This design comes from an exercise in tuning for small area, a short achievable clock period and few clock cycles per item on the open sky130 flow, not from production work. At most, simulation tests tie the RTL to the original design; equivalence was not proved. Power figures rest on the tool's default switching activity, not on a simulated workload.

## run 5
==> flow/design.v <==
`default_nettype none
package idt_pkg;
	localparam int LEVEL_BITS = 12;
	localparam int IN_COL_BITS = 12;
	typedef enum logic [1:0] {
		KIND_INDENT = 2'd0,
		KIND_DEDENT = 2'd1,
		KIND_ERROR  = 2'd2
	} token_kind_t;
	typedef enum logic [1:0] {
		ERR_NONE     = 2'd0,
		ERR_DEPTH    = 2'd1,
		ERR_MISMATCH = 2'd2
	} error_code_t;
	typedef struct packed {
		logic                  last;
		logic [LEVEL_BITS-1:0] level;
		error_code_t           code;
		token_kind_t           kind;
	} result_t;
endpackage
`default_nettype wire
`default_nettype none
module idt_stack_ram #(
	parameter int DEPTH = 64,
	parameter int WIDTH = 12,
	parameter int LOW   = 6
) (
	input  wire logic             clk,
	input  wire logic             arst_n,
	input  wire logic             push,
	input  wire logic             pop,
	input  wire logic             zin,
	input  wire logic             zout,
	input  wire logic [WIDTH-1:0] wr_data,
	output logic      [WIDTH-1:0] top,
	output logic      [WIDTH-1:0] second,
	output logic                  hs_eq_ht,   
	output logic                  hs_is_0,    
	output logic                  hs_is_1,    
	output logic                  next_bit    
);
	localparam int N  = DEPTH - 1;
	localparam int HW = WIDTH - LOW;
	localparam int NB = N + (1 << HW) - 1;
	logic [LOW-1:0] mem [N];
	logic [HW-1:0]  ht_q, hs_q;
	logic [NB-1:0]  bits;
	logic hold, b_dn, b_up, b_hold, b_in;
	assign hold   = !push && !pop;
	assign b_dn   = push || zin;
	assign b_up   = pop || zout;
	assign b_hold = !b_dn && !b_up;
	assign b_in   = push;
	always_ff @(posedge clk or negedge arst_n) begin
		if (!arst_n) begin
			mem[0] <= '0;
		end else begin
			mem[0] <= ({LOW{push}} & wr_data[LOW-1:0]) | ({LOW{pop}} & mem[1]) | ({LOW{hold}} & mem[0]);
		end
	end
	always_ff @(posedge clk) begin
		for (int i = 1; i < N - 1; i++) begin
			mem[i] <= ({LOW{push}} & mem[i-1]) | ({LOW{pop}} & mem[i+1]) | ({LOW{hold}} & mem[i]);
		end
		mem[N-1] <= ({LOW{push}} & mem[N-2]) | ({LOW{hold}} & mem[N-1]);
	end
	always_ff @(posedge clk) begin
		bits[0] <= (b_dn & b_in) | (b_up & bits[1]) | (b_hold & bits[0]);
		for (int i = 1; i < NB - 1; i++) begin
			bits[i] <= (b_dn & bits[i-1]) | (b_up & bits[i+1]) | (b_hold & bits[i]);
		end
		bits[NB-1] <= (b_dn & bits[NB-2]) | (b_hold & bits[NB-1]);
	end
	always_ff @(posedge clk or negedge arst_n) begin
		if (!arst_n) begin
			ht_q <= '0;
			hs_q <= '0;
		end else begin
			if (push) begin
				ht_q <= wr_data[WIDTH-1:LOW];
				hs_q <= ht_q;
			end else if (pop) begin
				ht_q <= hs_q;
			end else if (zin) begin
				hs_q <= hs_q + HW'(1);
			end else if (zout) begin
				hs_q <= hs_q - HW'(1);
			end
		end
	end
	assign top      = {ht_q, mem[0]};
	assign second   = {hs_q, mem[1]};
	assign hs_eq_ht = hs_q == ht_q;
	assign hs_is_0  = hs_q == '0;
	assign hs_is_1  = hs_q == HW'(1);
	assign next_bit = bits[1];
endmodule
`default_nettype wire
`default_nettype none
module idt_ctrl #(
	parameter int STACK_DEPTH = 64,
	parameter int COLUMN_BITS = 12
) (
	input  wire logic                   clk,
	input  wire logic                   arst_n,
	input  wire logic                   in_valid,
	output logic                        in_take,
	input  wire logic [COLUMN_BITS-1:0] in_col,
	input  wire logic                   in_skip,
	input  wire logic [COLUMN_BITS-1:0] in_nxt_col,
	output logic                        out_valid,
	input  wire logic                   out_ready,
	output idt_pkg::result_t            out_res,
	output logic                        st_push,
	output logic                        st_pop,
	output logic                        st_zin,
	output logic                        st_zout,
	input  wire logic                   st_hs_eq_ht,
	input  wire logic                   st_hs_is_0,
	input  wire logic                   st_hs_is_1,
	input  wire logic                   st_next_bit,
	input  wire logic [COLUMN_BITS-1:0] st_top,
	input  wire logic [COLUMN_BITS-1:0] st_second
);
	localparam int DW = $clog2(STACK_DEPTH);
	localparam int LB = idt_pkg::LEVEL_BITS;
	logic [DW-1:0]          d_q, d_d;
	logic                   full_q, full_d;  
	logic                   halted_q, halted_d;
	logic                   busy_q, busy_d;  
	logic                   errp_q, errp_d;  
	logic [DW-1:0]          owe_q, owe_d;    
	logic                   owing;           
	logic                   fix_q, fix_d;    
	logic [COLUMN_BITS-1:0] col_q, col_d;
	logic                   out_valid_q, out_valid_d;
	idt_pkg::result_t       out_res_q, out_res_d;
	logic                   out_free;
	logic [COLUMN_BITS-1:0] top, sec, col_e;
	logic                   in_gt, in_lt, sec_gt, sec_eq;
	logic                   gt_q, lt_q, gt_d, lt_d;
	logic                   head_load;
	assign out_free = !out_valid_q || out_ready;
	assign owing    = owe_q != '0;
	assign top      = st_top;
	assign sec      = st_second;
	assign col_e    = busy_q ? col_q : in_col;
	assign in_gt    = gt_q;
	assign in_lt    = lt_q;
	assign sec_gt   = sec > col_e;
	assign sec_eq   = sec == col_e;
	assign out_valid = out_valid_q;
	assign out_res   = out_res_q;
	always_comb begin
		d_d         = d_q;
		halted_d    = halted_q;
		busy_d      = busy_q;
		errp_d      = errp_q;
		owe_d       = owe_q;
		col_d       = col_q;
		out_valid_d = out_valid_q && !out_ready;
		out_res_d   = out_res_q;
		in_take     = 1'b0;
		st_push     = 1'b0;
		st_pop      = 1'b0;
		st_zin      = 1'b0;
		st_zout     = 1'b0;
		fix_d       = fix_q;
		if (fix_q) begin
			st_zout = 1'b1;
			fix_d   = !st_next_bit && !st_hs_is_1;
		end else if (errp_q) begin
			if (out_free) begin
				errp_d         = 1'b0;
				halted_d       = 1'b1;
				out_valid_d    = 1'b1;
				out_res_d.last  = 1'b1;
				out_res_d.level = LB'(top);
				out_res_d.code  = idt_pkg::ERR_MISMATCH;
				out_res_d.kind  = idt_pkg::KIND_ERROR;
			end
		end else if (busy_q) begin
			if (out_free) begin
				st_pop = 1'b1;
			end
			if (in_valid && (in_skip || in_col == col_q)) begin
				in_take = 1'b1;
				owe_d   = owe_q + DW'(1);
			end
		end else if (owing) begin
			if (out_free) begin
				owe_d          = owe_q - DW'(1);
				out_valid_d    = 1'b1;
				out_res_d.last  = 1'b1;
				out_res_d.level = LB'(top);
				out_res_d.code  = idt_pkg::ERR_NONE;
				out_res_d.kind  = idt_pkg::KIND_ERROR;
			end
		end else if (in_valid && out_free && !(st_hs_eq_ht || halted_q || in_skip || !in_gt || full_q)) begin
			st_zin = 1'b1;
		end else if (in_valid && out_free) begin
			in_take = 1'b1;
			col_d   = in_col;
			if (halted_q) begin
				out_valid_d    = 1'b1;
				out_res_d.last  = 1'b1;
				out_res_d.level = LB'(top);
				out_res_d.code  = idt_pkg::ERR_NONE;
				out_res_d.kind  = idt_pkg::KIND_ERROR;
			end else if (!in_skip) begin
				if (in_gt) begin
					out_valid_d = 1'b1;
					out_res_d.last = 1'b1;
					if (full_q) begin
						halted_d        = 1'b1;
						out_res_d.level = LB'(top);
						out_res_d.code  = idt_pkg::ERR_DEPTH;
						out_res_d.kind  = idt_pkg::KIND_ERROR;
					end else begin
						st_push         = 1'b1;
						out_res_d.level = LB'(in_col);
						out_res_d.code  = idt_pkg::ERR_NONE;
						out_res_d.kind  = idt_pkg::KIND_INDENT;
					end
				end else if (in_lt) begin
					st_pop = 1'b1;
				end
			end
		end
		head_load = in_take || !in_valid;
		if (head_load) begin
			if (st_push) begin
				gt_d = in_nxt_col > in_col;
				lt_d = in_nxt_col < in_col;
			end else if (st_pop) begin
				gt_d = in_nxt_col > sec;
				lt_d = in_nxt_col < sec;
			end else begin
				gt_d = in_nxt_col > top;
				lt_d = in_nxt_col < top;
			end
		end else begin
			if (st_pop) begin
				gt_d = in_col > sec;
				lt_d = in_col < sec;
			end else begin
				gt_d = in_col > top;
				lt_d = in_col < top;
			end
		end
		if (st_pop) begin
			fix_d           = !st_next_bit && !st_hs_is_0;
			busy_d          = sec_gt;
			errp_d          = !sec_gt && !sec_eq;
			if (sec_eq) begin
				owe_d = '0;
			end
			out_valid_d     = 1'b1;
			out_res_d.last  = sec_eq;
			out_res_d.level = LB'(sec);
			out_res_d.code  = idt_pkg::ERR_NONE;
			out_res_d.kind  = idt_pkg::KIND_DEDENT;
		end
		full_d = full_q;
		if (st_push) begin
			d_d    = d_q + DW'(1);
			full_d = d_q == DW'(STACK_DEPTH - 2);
		end else if (st_pop) begin
			d_d    = d_q - DW'(1);
			full_d = 1'b0;
		end
	end
	always_ff @(posedge clk or negedge arst_n) begin
		if (!arst_n) begin
			d_q         <= '0;
			full_q      <= 1'b0;
			halted_q    <= 1'b0;
			busy_q      <= 1'b0;
			errp_q      <= 1'b0;
			owe_q       <= '0;
			fix_q       <= 1'b0;
			out_valid_q <= 1'b0;
		end else begin
			d_q         <= d_d;
			full_q      <= full_d;
			halted_q    <= halted_d;
			busy_q      <= busy_d;
			errp_q      <= errp_d;
			owe_q       <= owe_d;
			fix_q       <= fix_d;
			out_valid_q <= out_valid_d;
		end
	end
	always_ff @(posedge clk) begin
		col_q     <= col_d;
		gt_q      <= gt_d;
		lt_q      <= lt_d;
		out_res_q <= out_res_d;
	end
endmodule
`default_nettype wire
`default_nettype none
module indent_dedent_tracker_core #(
	parameter int STACK_DEPTH = 64,
	parameter int COLUMN_BITS = 12
) (
	input  wire logic        clk,
	input  wire logic        arst_n,
	input  wire logic        s_tvalid,
	output logic             s_tready,
	input  wire logic [15:0] s_tdata,   
	input  wire logic [0:0]  s_tuser,   
	output logic             m_tvalid,
	input  wire logic        m_tready,
	output logic [15:0]      m_tdata,   
	output logic [1:0]       m_tuser,   
	output logic             m_tlast
);
	localparam int CB = idt_pkg::IN_COL_BITS;
	logic          head_v_q, rdy_q;
	logic [CB:0]   head_q, skid_q;    
	logic          acc, take;
	logic [CB:0]   in_item;
	assign s_tready = rdy_q;
	assign acc      = s_tvalid && rdy_q;
	assign in_item  = {s_tuser[0], s_tdata[CB-1:0]};
	always_ff @(posedge clk or negedge arst_n) begin
		if (!arst_n) begin
			head_v_q <= 1'b0;
			rdy_q    <= 1'b1;
		end else begin
			if (!head_v_q || take) begin
				head_v_q <= !rdy_q || acc;
				rdy_q    <= 1'b1;
			end else begin
				rdy_q    <= rdy_q && !acc;
			end
		end
	end
	always_ff @(posedge clk) begin
		if (!head_v_q || take) begin
			head_q <= rdy_q ? in_item : skid_q;
		end
		if (rdy_q) begin
			skid_q <= in_item;
		end
	end
	idt_pkg::result_t       res;
	logic                   push, pop, zin, zout;
	logic                   hs_eq_ht, hs_is_0, hs_is_1, next_bit;
	logic [COLUMN_BITS-1:0] st_top, st_second;
	idt_ctrl #(
		.STACK_DEPTH (STACK_DEPTH),
		.COLUMN_BITS (COLUMN_BITS)
	) u_ctrl (
		.clk       (clk),
		.arst_n    (arst_n),
		.in_valid  (head_v_q),
		.in_take   (take),
		.in_col    (head_q[CB-1:0]),
		.in_skip   (head_q[CB]),
		.in_nxt_col (rdy_q ? in_item[CB-1:0] : skid_q[CB-1:0]),
		.out_valid (m_tvalid),
		.out_ready (m_tready),
		.out_res   (res),
		.st_push   (push),
		.st_pop    (pop),
		.st_zin    (zin),
		.st_zout   (zout),
		.st_hs_eq_ht (hs_eq_ht),
		.st_hs_is_0  (hs_is_0),
		.st_hs_is_1  (hs_is_1),
		.st_next_bit (next_bit),
		.st_top    (st_top),
		.st_second (st_second)
	);
	idt_stack_ram #(
		.DEPTH (STACK_DEPTH),
		.WIDTH (COLUMN_BITS)
	) u_stack (
		.clk     (clk),
		.arst_n  (arst_n),
		.push    (push),
		.pop     (pop),
		.zin     (zin),
		.zout    (zout),
		.wr_data (head_q[CB-1:0]),
		.top     (st_top),
		.second  (st_second),
		.hs_eq_ht (hs_eq_ht),
		.hs_is_0  (hs_is_0),
		.hs_is_1  (hs_is_1),
		.next_bit (next_bit)
	);
	assign m_tdata = {2'b00, res.level, res.code};
	assign m_tuser = res.kind;
	assign m_tlast = res.last;
endmodule
`default_nettype wire
export LEC_CHECK = 0
export CAP_MARGIN = 20
export CORE_MARGIN = 2
export CORE_UTILIZATION = 40
export PLACE_DENSITY = 0.6
export SETUP_SLACK_MARGIN = 2.8
export SLEW_MARGIN = 20
create_clock -name core_clock -period 5.0 [get_ports {clk}]
run.sh (not shown) runs the stock make flow with config.mk's settings and CLKGATE_MAP_FILE= SYNTH_SCRIPT=/design/flow/synth_recipe.tcl, a recipe that flattens the netlist after the stock synthesis.
Run 5: PASS, flow complete, no timing, DRC or antenna violations
Testbench counts of run 5, summed over its fixed seeds: cycles 5,133, lines 4,800.
--- input diff run 5..run 1 ---
--- a/flow/design.v
+++ b/flow/design.v
@@ -131,7 +131,8 @@
 	logic                   busy_q, busy_d;  
 	logic                   errp_q, errp_d;  
 	logic [DW-1:0]          owe_q, owe_d;    
-	logic                   owing;           
+	logic                   owing_q, owing_d;  
+	logic [DW-1:0]          d_inc, d_dec;
 	logic                   fix_q, fix_d;    
 	logic [COLUMN_BITS-1:0] col_q, col_d;
 	logic                   out_valid_q, out_valid_d;
@@ -142,7 +143,8 @@
 	logic                   gt_q, lt_q, gt_d, lt_d;
 	logic                   head_load;
 	assign out_free = !out_valid_q || out_ready;
-	assign owing    = owe_q != '0;
+	assign d_inc    = d_q + DW'(1);
+	assign d_dec    = d_q - DW'(1);
 	assign top      = st_top;
 	assign sec      = st_second;
 	assign col_e    = busy_q ? col_q : in_col;
@@ -188,7 +190,7 @@
 				in_take = 1'b1;
 				owe_d   = owe_q + DW'(1);
 			end
-		end else if (owing) begin
+		end else if (owing_q) begin
 			if (out_free) begin
 				owe_d          = owe_q - DW'(1);
 				out_valid_d    = 1'b1;
@@ -264,15 +266,17 @@
 		end
 		full_d = full_q;
 		if (st_push) begin
-			d_d    = d_q + DW'(1);
+			d_d    = d_inc;
 			full_d = d_q == DW'(STACK_DEPTH - 2);
 		end else if (st_pop) begin
-			d_d    = d_q - DW'(1);
+			d_d    = d_dec;
 			full_d = 1'b0;
 		end
 	end
+	assign owing_d = owe_d != '0;
 	always_ff @(posedge clk or negedge arst_n) begin
 		if (!arst_n) begin
+			owing_q     <= 1'b0;
 			d_q         <= '0;
 			full_q      <= 1'b0;
 			halted_q    <= 1'b0;
@@ -282,6 +286,7 @@
 			fix_q       <= 1'b0;
 			out_valid_q <= 1'b0;
 		end else begin
+			owing_q     <= owing_d;
 			d_q         <= d_d;
 			full_q      <= full_d;
 			halted_q    <= halted_d;
### Flow results
The lower setup slack came out of run 1.
Row power share of the clock group: run 1 higher / run 5 lower
Run 5 ended up with rdy_q as its launching instance or port of the critical path; run 1 ended up with u_ctrl.busy_q.
Run 1 vs run 5, top routing layer in use: met5 vs met4
Cell count in run 1 is about 0.4% below run 5.
Across both runs, number of placed instances with taps included was lower for run 1 than for run 5.
Run 1 against run 5: non-clock buffer count in the final layout increased by 11% relative to the old numbers; area of all placed cells without fillers rose about 3.6%; met2 demand-to-capacity share in global routing grew by 6.7 points; sequential share of cell area lost 1.1 points; portion of the layout cell area used by non-clock buffers rose 2.6 points.
In run 1 the total power turned out about 13% lower than in run 5.
Run 1 against run 5: combinational share of power -7.8 points, pre-CTS setup slack now sits lower.
Taking run 5 as the reference point, the share of the core filled with cells in the final layout of run 1 rises by 2.4 points.
No functional check of the RTL was part of run 1.

[separate check: timing with driven ports]
The flow's constraints put no driver on any port. The routed layouts listed below were extracted and timed again, unchanged, in two steps. Step 1 sets driving cells, clkbuf_16 on the clock port and buf_2 on the other inputs (assumed; they add their load-dependent delay and slew). Step 2 moves the port delays by t, midway between the first and last clock arrival at a register: inputs arrive t later, outputs are due t later. That takes back most of the time a late clock gives input paths. Three values: ideal, step 1, step 2; two values: the first two.
run	t, ns	setup slack, ns	cell pins on the clock port's net
run 5	0.669	2.259 / 2.259 / 1.659	1
run 1	0.665	1.998 / 1.998 / 1.634	1
After both steps setup and hold are still met in every run listed. The setup slack of run 5, which loses most, moves by 0.000 ns with the drivers and by -0.600 ns with both steps.
